Context: an optimization exercise on an open-source flow, tuned for small area, a short achievable clock period and few clock cycles per item. The choices shown serve that exercise and are no tape-out recipe. Function was checked by simulation only, so behaviour that the tests miss may differ from the original.

==> flow/design.v (excerpt) <==
module conv_stream_mac
#(
    parameter int DATA_W = 8,
    parameter int KSIZE  = 4,
    parameter int OUT_W  = 16
) (
    input  logic                          clk,
    input  logic                          rst,
    input  logic                          k_valid,
    output logic                          k_ready,
    input  logic [DATA_W-1:0]             k_data,
    input  logic                          in_valid,
    output logic                          in_ready,
    input  logic [KSIZE*KSIZE*DATA_W-1:0] in_window,
    input  logic                          relu_en,
    output logic                          out_valid,
    input  logic                          out_ready,
    output logic [OUT_W-1:0]              out_data,
    output logic                          out_neg,
    output logic                          kernel_ok
);
    logic [3:0]   cnt;
    logic [10:0]  kneg;
    logic [191:0] kern;
    logic         k_fire, in_fire, deliver;
    logic [2:0]   pending;
    logic         full;
    logic         kpend;
    logic [287:0] cs1;
    logic [69:0] cs2;
    logic [32:0] cs3;
    logic [3:1] pv;
    assign deliver  = out_valid && out_ready;
    assign k_ready  = !kernel_ok || kpend;
  ...
Settings: LEC_CHECK=0, ABC_AREA=1, CAP_MARGIN=20, CORE_MARGIN=2, CORE_UTILIZATION=40, SETUP_SLACK_MARGIN=2.6, SLEW_MARGIN=20, SYNTH_HIERARCHICAL=1; clock period 5.5 ns.
run.sh (not shown) runs the stock make flow with config.mk's settings and CLKGATE_MAP_FILE= SYNTH_SCRIPT=/design/flow/synth_recipe.tcl, a recipe that flattens the netlist after the stock synthesis.
The first run finished with timing, DRC and antenna clean.
Testbench counts at the start, summed over its fixed seeds: cycles 7,632, items 7,200.
==> next run, changes <==
==> flow/flow/run.sh (new file) <==
#!/bin/bash
# Standard layout, but the port buffers are buf_2 cells instead of the
# default choice (a slow delay buffer), so inputs and outputs are not slowed.
set -euo pipefail
export BUFFER_PORTS_ARGS="-buffer_cell sky130_fd_sc_hd__buf_2"
bash standard.sh > standard_flow.log 2>&1
==> flow/standard.sh (new file) <==
#!/bin/bash
# synth_recipe.tcl (not shown) runs the flow's synth.tcl, then flattens the netlist and writes it again
# the make line also repeats each setting of config.mk as NAME=value (left out here)
make -C /OpenROAD-flow-scripts/flow DESIGN_CONFIG=/design/flow/config.mk WORK_HOME=/design/flow/orfs CLKGATE_MAP_FILE= SYNTH_SCRIPT=/design/flow/synth_recipe.tcl "${@:-finish}"
--- a/flow/config.mk
+++ b/flow/config.mk
@@ -11,3 +11,3 @@
 export CORE_UTILIZATION = 40
-export SETUP_SLACK_MARGIN = 2.6
+export SETUP_SLACK_MARGIN = 2.9
 export SLEW_MARGIN = 20
removed: flow/run.sh
Result: Critical path depth fell by 2; via count hardly moves; utilization rises by 1.2 points; wire length rises by 0.71%; setup slack improves by 0.26 ns.
==> next run, changes <==
--- a/flow/config.mk
+++ b/flow/config.mk
@@ -11,3 +11,3 @@
 export CORE_UTILIZATION = 40
-export SETUP_SLACK_MARGIN = 2.9
+export SETUP_SLACK_MARGIN = 3.1
 export SLEW_MARGIN = 20
=> Synthesized area is unchanged; worst setup slack gets better by 0.033 ns; clock skew came out lower by 0.0067 ns; critical path depth stays the same.

* * *

Another version of the RTL of conv_stream_mac (not shown whole).
For scale: roughly 3200 cells after synthesis, about 660 flip-flops, about 160 I/O pins, about 39000 µm² of cells after synthesis.
Settings: LEC_CHECK=0, ABC_AREA=1, CAP_MARGIN=20, CORE_MARGIN=2, CORE_UTILIZATION=60, SETUP_SLACK_MARGIN=2.9, SLEW_MARGIN=20, SYNTH_HIERARCHICAL=1; clock period 5.5 ns.
standard.sh (not shown) runs the stock make flow with config.mk's settings and CLKGATE_MAP_FILE= SYNTH_SCRIPT=/design/flow/synth_recipe.tcl, a recipe that flattens the netlist after the stock synthesis.
==> flow/flow/run.sh <==
#!/bin/bash
# Standard layout with two changes: the port buffers are buf_2 cells instead
# of the default choice (a slow delay buffer), and clock tree synthesis builds
# the tree from clkbuf_8 cells without dummy loads.
set -euo pipefail
export BUFFER_PORTS_ARGS="-buffer_cell sky130_fd_sc_hd__buf_2"
export CTS_ARGS="-sink_clustering_enable -repair_clock_nets -dont_use_dummy_load -buf_list sky130_fd_sc_hd__clkbuf_8"
bash standard.sh > standard_flow.log 2>&1
The starting point finished clean.
Testbench counts at the start, summed over its fixed seeds: cycles 7,632, items 7,200.
Rerun with:
Settings changed: SETUP_SLACK_MARGIN 2.9 to 2.7.
What happened:
- maximum frequency shrinks by 1.8%
- synthesized area stays the same
- worst setup slack got worse by 48 ps
- via count shrinks by 1.4%
Rerun with:
==> flow/flow/run.sh (replaced) <==
#!/bin/bash
# Standard layout with two changes: the port buffers are buf_2 cells instead
# of the default choice (a slow delay buffer), and clock tree synthesis builds
# the tree from clkbuf_8 cells without dummy loads, up to 14 flip-flops per leaf buffer.
set -euo pipefail
export BUFFER_PORTS_ARGS="-buffer_cell sky130_fd_sc_hd__buf_2"
export CTS_ARGS="-sink_clustering_enable -repair_clock_nets -dont_use_dummy_load -buf_list sky130_fd_sc_hd__clkbuf_8 -sink_clustering_size 14 -sink_clustering_max_diameter 80"
bash standard.sh > standard_flow.log 2>&1
Result:
- The changed run completed without violations
- synthesized area is unchanged
- wire length shrinks slightly
- worst setup slack loses 5.1 ps
- final area drops slightly
- final cell count fell slightly
- global-route usage fell by 0.33 points

-- port drivers added, routing unchanged --
In the flow no input, the clock included, has a driving cell. The finished layouts below were timed again as built, in two steps.
Step 1 sets driving cells, clkbuf_16 on the clock port and buf_2 on the other inputs (assumed; they add their load-dependent delay and slew).
Step 2 moves the port delays by t, midway between the first and last clock arrival at a register: inputs arrive t later, outputs are due t later. That takes back most of the time a late clock gives input paths.
Slacks: ideal ports / drivers / drivers and shift; pairs: ideal ports / drivers.
run	shift t [ns]	setup WS [ns]	worst setup path at the end	worst register clock-pin slew, ns	cell pins on the clock port's net
the first run of note 1	0.712	2.617 / 2.621 / 1.914	input to register	0.07 / 0.07	1
the second run of note 1	0.723	2.878 / 2.878 / 2.285	input to register	0.06 / 0.06	1
the third run of note 1	0.707	2.911 / 2.911 / 2.328	input to register	0.07 / 0.07	1
the first run of note 2	0.756	2.847 / 2.808 / 2.167	input to register	0.07 / 0.07	1
the second run of note 2	0.771	2.800 / 2.732 / 2.188	input to register	0.06 / 0.06	1
the third run of note 2	0.748	2.795 / 2.749 / 2.242	input to register	0.11 / 0.11	1
After both steps every run listed still meets setup and hold. For the first run of note 1, which loses most, drivers alone change the setup slack by +0.004 ns; drivers and shift together by -0.703 ns.
